What follows belongs to an exercise in optimizing a design on an open flow for small area; a production flow would make more cautious choices.
Function was checked by simulation only, so behaviour that the tests miss may differ from the original.
Power and IR drop assume default switching activity.

Design mmu_tx_regs_top, start of the top module:
module mmu_tx_regs_top (
        input  wire         clk_sys,
        input  wire         rst,
        input  wire         cpu_rd,
        input  wire         cpu_wr,
        input  wire [23:0]  cpu_addr,
        input  wire [31:0]  cpu_wdata,
        input  wire [31:0]  sts_pkt_sta,
        input  wire [10:0]  sts_hacc_sn,
        input  wire [10:0]  sts_ddr_rsp_sn,
        input  wire [2:0]   sts_seq_info,
        input  wire [10:0]  sts_online_beat,
        input  wire [5:0]   sts_bd_sta,
        input  wire [31:0]  err_flags,
        input  wire [13:0]  events,
        input  wire         cnt_clr,
        output wire [10:0]  online_beat,
        output wire [31:0]  rd_data,
        output wire         rd_valid
);
For scale: roughly 2300 cells after synthesis, roughly 590 flip-flops, roughly 230 I/O pins, roughly 24000 sq um of cells after synthesis.
clock: 4.0 ns
lec_check: 0
cap_margin: 20
core_margin: 2
core_utilization: 50
gpl_timing_driven: 0
slew_margin: 20
standard.sh (not shown) runs the stock make flow with config.mk's settings and CLKGATE_MAP_FILE= SYNTH_SCRIPT=/design/flow/synth_recipe.tcl, a recipe that flattens the netlist after the stock synthesis.
==> flow/flow/run.sh <==
#!/bin/bash
# Layout with the standard ORFS flow (standard.sh), changing only:
#  - the cell buffer_ports uses for the port buffers (a plain buf_1
#    instead of the default delay cell), every port is still buffered
#  - clock tree synthesis without dummy loads and with small buffers
# Each make step writes its own log under orfs/logs; make's output
# goes to standard.log in this folder.
set -euo pipefail
export BUFFER_PORTS_ARGS="-buffer_cell sky130_fd_sc_hd__buf_1"
export CTS_ARGS="-sink_clustering_enable -repair_clock_nets -dont_use_dummy_load -buf_list sky130_fd_sc_hd__clkbuf_8 -sink_clustering_size 18 -sink_clustering_max_diameter 50"
bash standard.sh finish > standard.log 2>&1
The baseline completed, yet does not pass: setup timing.
Next try:
--- a/flow/flow/run.sh
+++ b/flow/flow/run.sh
@@ -10 +10 @@
-export CTS_ARGS="-sink_clustering_enable -repair_clock_nets -dont_use_dummy_load -buf_list sky130_fd_sc_hd__clkbuf_8 -sink_clustering_size 18 -sink_clustering_max_diameter 50"
+export CTS_ARGS="-sink_clustering_enable -repair_clock_nets -dont_use_dummy_load -buf_list sky130_fd_sc_hd__clkbuf_8 -sink_clustering_size 16 -sink_clustering_max_diameter 60"
CORE_UTILIZATION = 40   (was 50)
- The new run ran to the end with no violations
- setup slack gains 190 ps
- final cell count climbs by 4.7%
- total power shrinks by 1.2%
- count of clock-buffer cells in the layout falls by 6
- die area increases by 25%


mmu_tx_regs_top, a different RTL version from the one above (not shown whole).
Size in the first run: about 2300 cells after synthesis, about 24000 um^2 of cells after synthesis.
Settings: LEC_CHECK=0, CAP_MARGIN=0, CORE_MARGIN=2, CORE_UTILIZATION=55, GPL_TIMING_DRIVEN=0, SLEW_MARGIN=20; clock period 4.0 ns.
==> flow/flow/run.sh <==
#!/bin/bash
# Layout with the standard ORFS flow (standard.sh), changing only:
#  - the cell buffer_ports uses for the port buffers (a plain buf_1
#    instead of the default delay cell), every port is still buffered
#  - clock tree synthesis without dummy loads and with small buffers
# Each make step writes its own log under orfs/logs; make's output
# goes to standard.log in this folder.
set -euo pipefail
export BUFFER_PORTS_ARGS="-buffer_cell sky130_fd_sc_hd__buf_1"
export CTS_ARGS="-sink_clustering_enable -repair_clock_nets -dont_use_dummy_load -buf_list sky130_fd_sc_hd__clkbuf_8 -sink_clustering_size 16 -sink_clustering_max_diameter 60"
bash standard.sh finish > standard.log 2>&1
Edit:
--- a/flow/flow/run.sh
+++ b/flow/flow/run.sh
@@ -4,8 +4,11 @@
 #    instead of the default delay cell), every port is still buffered
 #  - clock tree synthesis without dummy loads and with small buffers
+#  - the buffers abc inserts are removed at floorplan, the resizer
+#    buffers what still needs it
 # Each make step writes its own log under orfs/logs; make's output
 # goes to standard.log in this folder.
 set -euo pipefail
 export BUFFER_PORTS_ARGS="-buffer_cell sky130_fd_sc_hd__buf_1"
+export REMOVE_ABC_BUFFERS=1
 export CTS_ARGS="-sink_clustering_enable -repair_clock_nets -dont_use_dummy_load -buf_list sky130_fd_sc_hd__clkbuf_8 -sink_clustering_size 16 -sink_clustering_max_diameter 60"
 bash standard.sh finish > standard.log 2>&1
Settings changed: CAP_MARGIN 0 to 20.
=>
- The changed run completed with no timing, DRC or antenna violations
- die area stays the same
- total power came out lower by 0.88%
- sequential share of layout area came out lower by 1.1 points
- clock power came out lower by about 4%
Edit:
==> flow/flow/run.sh (replaced) <==
#!/bin/bash
# Layout with the standard ORFS flow (standard.sh), changing only:
#  - the cell buffer_ports uses for the port buffers (a plain buf_1
#    instead of the default delay cell), every port is still buffered
#  - clock tree synthesis without dummy loads and with small buffers
# Each make step writes its own log under orfs/logs; make's output
# goes to standard.log in this folder.
set -euo pipefail
export BUFFER_PORTS_ARGS="-buffer_cell sky130_fd_sc_hd__buf_1"
export CTS_ARGS="-sink_clustering_enable -repair_clock_nets -dont_use_dummy_load -buf_list sky130_fd_sc_hd__clkbuf_8 -sink_clustering_size 16 -sink_clustering_max_diameter 60"
bash standard.sh finish > standard.log 2>&1
Settings changed: CORE_UTILIZATION 55 to 40.
The new run went through all stages and came out clean.
Clock-buffer cell count went up by 4.
Critical path depth stays the same.
Final area decreases by 1.4%.
Utilization fell by 18 points.
Die area grows by 37%.
Synthesized cell count does not change.
Setup slack got worse by 0.16 ns.
Sequential power barely changes.
Clock skew came out higher by 0.080 ns.
Edit:
Settings changed: CAP_MARGIN 20 to 10, CORE_UTILIZATION 40 to 55, SLEW_MARGIN 20 to 10.
Effect: Synthesized cell count is unchanged; non-clock buffer count does not change; sequential share of layout area came out higher by 0.55 points; critical path depth is unchanged; first-iteration DRC count came out higher by 6.6%; synthesized area does not change.


== red ==
mmu_tx_regs_top with an RTL version that a note above also has.
Size: ~2300 cells after synthesis, about 590 flip-flops, roughly 230 I/O pins, about 0.024 mm^2 of cells after synthesis.
Settings: LEC_CHECK=0, CAP_MARGIN=20, CORE_MARGIN=2, CORE_UTILIZATION=60, GPL_TIMING_DRIVEN=0, SLEW_MARGIN=20; clock period 4.0 ns.
==> flow/flow/run.sh <==
#!/bin/bash
# Layout with the standard ORFS flow (standard.sh), changing only:
#  - the cell buffer_ports uses for the port buffers (a plain buf_2
#    instead of the default delay cell), every port is still buffered
#  - clock tree synthesis without dummy loads and with small buffers
# Each make step writes its own log under orfs/logs; make's output
# goes to standard.log in this folder.
set -euo pipefail
export BUFFER_PORTS_ARGS="-buffer_cell sky130_fd_sc_hd__buf_2"
export CTS_ARGS="-sink_clustering_enable -repair_clock_nets -dont_use_dummy_load -buf_list sky130_fd_sc_hd__clkbuf_8 -sink_clustering_size 16 -sink_clustering_max_diameter 60"
bash standard.sh finish > standard.log 2>&1
No crash in red: every stage finished, but the layout fails its final checks due to negative setup slack.
## Diff of input files: blue against red
--- a/flow/config.mk
+++ b/flow/config.mk
@@ -10 +10 @@
-export CORE_UTILIZATION = 60
+export CORE_UTILIZATION = 40
### Flow results
blue completed end to end with timing, DRC and antenna clean.
A slowest stage cell on the critical path of sky130_fd_sc_hd__clkbuf_1 is what red shows, while sky130_fd_sc_hd__buf_1 belongs to blue.
Summary of blue over red: overall power consumption shows an increase of 0.21 mW, global-route wire length before repair shows an increase of about 5.5%, worst setup slack after placement down 0.26 ns.


## run A
Another version of the RTL of mmu_tx_regs_top (not shown whole).
For scale: roughly 230 I/O pins.
## mmu_tx_regs_top
module mmu_tx_regs_top (
        input  wire         clk_sys,
        input  wire         rst,
        input  wire         cpu_rd,
        input  wire         cpu_wr,
        input  wire [23:0]  cpu_addr,
        input  wire [31:0]  cpu_wdata,
        input  wire [31:0]  sts_pkt_sta,
        input  wire [10:0]  sts_hacc_sn,
        input  wire [10:0]  sts_ddr_rsp_sn,
        input  wire [2:0]   sts_seq_info,
        input  wire [10:0]  sts_online_beat,
        input  wire [5:0]   sts_bd_sta,
        input  wire [31:0]  err_flags,
        input  wire [13:0]  events,
        input  wire         cnt_clr,
        output wire [10:0]  online_beat,
        output wire [31:0]  rd_data,
        output wire         rd_valid
);
        mmu_tx_regs regs_i (
                .clk_sys         (clk_sys),
                .rst             (rst),
                .cpu_rd          (cpu_rd),
                .cpu_wr          (cpu_wr),
                .cpu_addr        (cpu_addr),
                .cpu_wdata       (cpu_wdata),
                .sts_pkt_sta     (sts_pkt_sta),
                .sts_hacc_sn     (sts_hacc_sn),
                .sts_ddr_rsp_sn  (sts_ddr_rsp_sn),
                .sts_seq_info    (sts_seq_info),
                .sts_online_beat (sts_online_beat),
                .sts_bd_sta      (sts_bd_sta),
                .err_flags       (err_flags),
                .events          (events),
                .cnt_clr         (cnt_clr),
                .online_beat     (online_beat),
                .rd_data         (rd_data),
                .rd_valid        (rd_valid)
        );
endmodule
==> flow/config.mk <==
export PLATFORM = sky130hd
export DESIGN_NAME = mmu_tx_regs_top
export DESIGN_NICKNAME = mmu_tx_regs_top
export VERILOG_FILES = /design/flow/design.v
export SDC_FILE = /design/flow/constraint.sdc
export NUM_CORES = 4
export LEC_CHECK = 0
export CAP_MARGIN = 20
export CORE_MARGIN = 2
export CORE_UTILIZATION = 40
export CTS_BUF_LIST = sky130_fd_sc_hd__clkbuf_4
export SLEW_MARGIN = 20
==> flow/constraint.sdc <==
create_clock -name core_clock -period 4.0 [get_ports {clk_sys}]
set_input_delay 0.8000 -clock core_clock [delete_from_list [all_inputs] [get_ports {clk_sys}]]
set_output_delay 0.8000 -clock core_clock [all_outputs]
set_load 0.01 [all_outputs]
==> flow/flow/run.sh <==
#!/bin/bash
# Layout with the standard ORFS flow (standard.sh), changing only:
#  - the cell buffer_ports uses for the port buffers (a plain buf_2
#    instead of the default delay cell), every port is still buffered
#  - clock tree synthesis without dummy loads and with small buffers
# Each make step writes its own log under orfs/logs; make's output
# goes to standard.log in this folder.
set -euo pipefail
export BUFFER_PORTS_ARGS="-buffer_cell sky130_fd_sc_hd__buf_2"
export CTS_ARGS="-sink_clustering_enable -repair_clock_nets -dont_use_dummy_load -buf_list sky130_fd_sc_hd__clkbuf_4"
bash standard.sh finish > standard.log 2>&1
Run A: no failed stages, no open violations at the end
Modified inputs, run B compared to run A
- GPL_TIMING_DRIVEN newly set to 0
==> flow/run.sh (new file) <==
#!/bin/bash
# synth_recipe.tcl (not shown) runs the flow's synth.tcl, then flattens the netlist and writes it again
# the make line also repeats each setting of config.mk as NAME=value (left out here)
make -C /OpenROAD-flow-scripts/flow DESIGN_CONFIG=/design/flow/config.mk WORK_HOME=/design/flow/orfs CLKGATE_MAP_FILE= SYNTH_SCRIPT=/design/flow/synth_recipe.tcl finish
removed: flow/flow/run.sh
removed: flow/standard.sh
Run A | status: complete | timing, DRC, antenna: pass. Although it ran to completion, run B produced a layout that fails the final checks because of negative setup slack. met3 layer wire length in the routed design grows by more than a quarter when moving from run A to run B. Run B vs run A on area overhead of the layout relative to synthesis: run B is the higher one. Looking at worst reg2reg path depth across run A and run B, the one that comes out higher is run A. [run B vs run A] post-route minimum period: higher in run B. On instance area at placement: between run A and run B, it ends up lower for run B.
Inputs modified between run B and run C:
- a deleted CTS_BUF_LIST that had been sky130_fd_sc_hd__clkbuf_4
- a deleted GPL_TIMING_DRIVEN that had been 0
Notes after the runs:
- Run C went all the way through the flow, and no timing, DRC or antenna check failed.
- Run C vs run B on post-route non-filler standard cell count: run C is the lower one.
- Looking at final critical path time including I/O delays and setup across both flows, run C is the stronger of the two, with run B trailing.
- Synthesized-area fraction occupied by xor and xnor cells: run C vs run B identical
- Number of max-cap violations came out exactly the same in run B and run C.
- Relative to run B, run C improves switching power summed over all nets.
- Run B → run C: via count of the first global-routing pass dropped 775; via count of the routed design dropped 1,334.
- For run C, the top power consumer group was the clock network, unlike run B, where it was sequential cells.
- Of run B and run C, the run reporting the higher number of filler cells placed in the layout was run B.
- Run C against run B; power is up slightly.
- Routed wire in run C totals less than in run B.


## quartz
mmu_tx_regs_top again, from the RTL that the note above started with.
export LEC_CHECK = 0
export CAP_MARGIN = 20
export CORE_MARGIN = 2
export CORE_UTILIZATION = 40
export CTS_BUF_LIST = sky130_fd_sc_hd__clkbuf_4
export SLEW_MARGIN = 20
create_clock -name core_clock -period 4.0 [get_ports {clk_sys}]
==> flow/flow/run.sh <==
#!/bin/bash
# Layout with the standard ORFS flow (standard.sh), changing only:
#  - the cell buffer_ports uses for the port buffers (a plain buf_2
#    instead of the default delay cell), every port is still buffered
#  - clock tree synthesis without dummy loads and with small buffers
# Each make step writes its own log under orfs/logs; make's output
# goes to standard.log in this folder.
set -euo pipefail
export BUFFER_PORTS_ARGS="-buffer_cell sky130_fd_sc_hd__buf_2"
export CTS_ARGS="-sink_clustering_enable -repair_clock_nets -dont_use_dummy_load -buf_list sky130_fd_sc_hd__clkbuf_8 -sink_clustering_size 16 -sink_clustering_max_diameter 60"
bash standard.sh finish > standard.log 2>&1
--- input diff quartz..zinc ---
==> flow/run.sh (new file) <==
#!/bin/bash
# synth_recipe.tcl (not shown) runs the flow's synth.tcl, then flattens the netlist and writes it again
# the make line also repeats each setting of config.mk as NAME=value (left out here)
make -C /OpenROAD-flow-scripts/flow DESIGN_CONFIG=/design/flow/config.mk WORK_HOME=/design/flow/orfs CLKGATE_MAP_FILE= SYNTH_SCRIPT=/design/flow/synth_recipe.tcl finish
removed: flow/flow/run.sh
removed: flow/standard.sh
- Run comparison: zinc worst min-delay path class in -> async; quartz worst min-delay path class in -> reg
- [compare] base=quartz new=zinc: minimum clock period after layout went up by 110 ps; routability congestion estimate from global placement went up by about 1.3%; global-route wire length before repair went up by 3.1 mm; minimum setup slack in the final design went down by 110 ps; final standard cell area without fillers went up by 9.6%.
- Looking at fraction of power spent switching nets, zinc sits below quartz.
--- input diff zinc..onyx ---
# zinc
export LEC_CHECK = 0
export CAP_MARGIN = 20
export CORE_MARGIN = 2
export CORE_UTILIZATION = 40
export CTS_BUF_LIST = sky130_fd_sc_hd__clkbuf_4
export SLEW_MARGIN = 20
create_clock -name core_clock -period 4.0 [get_ports {clk_sys}]
# onyx
export LEC_CHECK = 0
export CAP_MARGIN = 20
export CORE_MARGIN = 2
export CORE_UTILIZATION = 60
export CTS_BUF_LIST = sky130_fd_sc_hd__clkbuf_4
export GPL_TIMING_DRIVEN = 0
export SLEW_MARGIN = 20
create_clock -name core_clock -period 4.0 [get_ports {clk_sys}]
Notes after the runs:
Although it ran to completion, onyx produced a layout that fails the final checks because of negative setup slack.
On worst max-slew margin expressed relative to the limit: onyx sits below zinc.
First-pass detailed-route iteration total, onyx and zinc: smaller value in zinc
onyx vs. zinc: clock latency reported for the late side of the worst-skew pair went down by 120 ps.
Going from zinc to onyx, die area shrank by more than a quarter.


mmu_tx_regs_top, a different RTL version from the one above (not shown whole).
Size in the first run: ~2300 cells after synthesis, ~590 flip-flops, about 230 I/O pins.
==> flow/design.v (excerpt) <==
module mmu_tx_regs_top (
        input  wire         clk_sys,
        input  wire         rst,
        input  wire         cpu_rd,
        input  wire         cpu_wr,
        input  wire [23:0]  cpu_addr,
        input  wire [31:0]  cpu_wdata,
        input  wire [31:0]  sts_pkt_sta,
        input  wire [10:0]  sts_hacc_sn,
        input  wire [10:0]  sts_ddr_rsp_sn,
        input  wire [2:0]   sts_seq_info,
        input  wire [10:0]  sts_online_beat,
        input  wire [5:0]   sts_bd_sta,
        input  wire [31:0]  err_flags,
        input  wire [13:0]  events,
        input  wire         cnt_clr,
        output wire [10:0]  online_beat,
        output wire [31:0]  rd_data,
        output wire         rd_valid
);
==> flow/config.mk <==
export PLATFORM = sky130hd
export DESIGN_NAME = mmu_tx_regs_top
export DESIGN_NICKNAME = mmu_tx_regs_top
export VERILOG_FILES = /design/flow/design.v
export SDC_FILE = /design/flow/constraint.sdc
export NUM_CORES = 4
export LEC_CHECK = 0
export CAP_MARGIN = 20
export CORE_MARGIN = 2
export CORE_UTILIZATION = 40
export GPL_TIMING_DRIVEN = 0
export SLEW_MARGIN = 20
==> flow/constraint.sdc <==
create_clock -name core_clock -period 4.0 [get_ports {clk_sys}]
set_input_delay 0.8000 -clock core_clock [delete_from_list [all_inputs] [get_ports {clk_sys}]]
set_output_delay 0.8000 -clock core_clock [all_outputs]
set_load 0.01 [all_outputs]
==> flow/flow/run.sh <==
#!/bin/bash
# Layout with the standard ORFS flow (standard.sh), changing only:
#  - the cell buffer_ports uses for the port buffers (a plain buf_2
#    instead of the default delay cell), every port is still buffered
#  - clock tree synthesis without dummy loads and with small buffers
# Each make step writes its own log under orfs/logs; make's output
# goes to standard.log in this folder.
set -euo pipefail
export BUFFER_PORTS_ARGS="-buffer_cell sky130_fd_sc_hd__buf_2"
export CTS_ARGS="-sink_clustering_enable -repair_clock_nets -dont_use_dummy_load -buf_list sky130_fd_sc_hd__clkbuf_8 -sink_clustering_size 16 -sink_clustering_max_diameter 60"
bash standard.sh finish > standard.log 2>&1
The first run finished with timing, DRC and antenna clean.
Then changed:
--- a/flow/flow/run.sh
+++ b/flow/flow/run.sh
@@ -3 +3 @@
-#  - the cell buffer_ports uses for the port buffers (a plain buf_2
+#  - the cell buffer_ports uses for the port buffers (a plain buf_1
@@ -9 +9 @@
-export BUFFER_PORTS_ARGS="-buffer_cell sky130_fd_sc_hd__buf_2"
+export BUFFER_PORTS_ARGS="-buffer_cell sky130_fd_sc_hd__buf_1"
The changed run ran to the end with no violations. Global-route usage shrinks by 0.18 points. Wire length shrinks by 0.69%. Die area is unchanged. Clock skew shrinks by 8.5 ps. Via count shrinks by about 1.2%. Power shrinks by 0.58%. Synthesized area stays the same. Count of clock-buffer cells in the layout shrinks by 1.

[separate check: timing with driven ports]
Ports are ideal in the flow. The routed layouts listed here were re-timed in OpenROAD. Step 1, drivers: a clkbuf_16 drives clk_sys and a buf_2 each remaining input, both assumed. Step 2, shift: input delay + t, output delay - t, t = (earliest + latest rising clock arrival at the registers) / 2. This alone moves slack from input paths to output paths. a / b / c = no drivers / after step 1 / after step 2; a / b = the first two.
| run | t, ns | setup slack, ns | clock arrival spread, ns | cell pins on the clock port's net |
|---|---|---|---|---|
| the first run of note 1 | 0.748 | -0.052 / -0.052 / -0.052 | 0.101 / 0.101 | 1 |
| the second run of note 1 | 0.715 | 0.140 / 0.140 / 0.140 | 0.154 / 0.154 | 1 |
| the first run of note 2 | 0.738 | 0.050 / 0.050 / 0.050 | 0.065 / 0.065 | 1 |
| the second run of note 2 | 0.711 | 0.329 / 0.329 / 0.087 | 0.070 / 0.070 | 1 |
| the third run of note 2 | 0.730 | 0.167 / 0.167 / 0.017 | 0.144 / 0.145 | 1 |
| the fourth run of note 2 | 0.727 | 0.093 / 0.093 / 0.093 | 0.105 / 0.106 | 1 |
| red | 0.717 | -0.049 / -0.049 / -0.049 | 0.086 / 0.086 | 1 |
| blue | 0.734 | 0.076 / 0.076 / 0.076 | 0.127 / 0.126 | 1 |
| run A | 1.042 | 0.216 / 0.216 / -0.375 | 0.098 / 0.098 | 1 |
| run B | 1.065 | -0.018 / -0.018 / -1.067 | 0.066 / 0.067 | 1 |
| run C | 0.686 | 0.115 / 0.137 / -0.549 | 0.024 / 0.024 | 1 |
| quartz | 0.694 | 0.240 / 0.240 / -0.324 | 0.095 / 0.095 | 1 |
| zinc | 1.051 | 0.129 / 0.129 / -0.685 | 0.060 / 0.059 | 1 |
| onyx | 0.929 | -0.066 / -0.037 / -0.966 | 0.058 / 0.058 | 1 |
| the first run of note 6 | 0.733 | 0.149 / 0.149 / -0.017 | 0.131 / 0.131 | 1 |
| the second run of note 6 | 0.742 | 0.080 / 0.080 / -0.134 | 0.124 / 0.124 | 1 |
With both steps, setup timing fails in 6 of these runs, where it was met with ideal ports. For run B, which loses most, drivers alone change the setup slack by 0.000 ns; drivers and shift together by -1.049 ns.
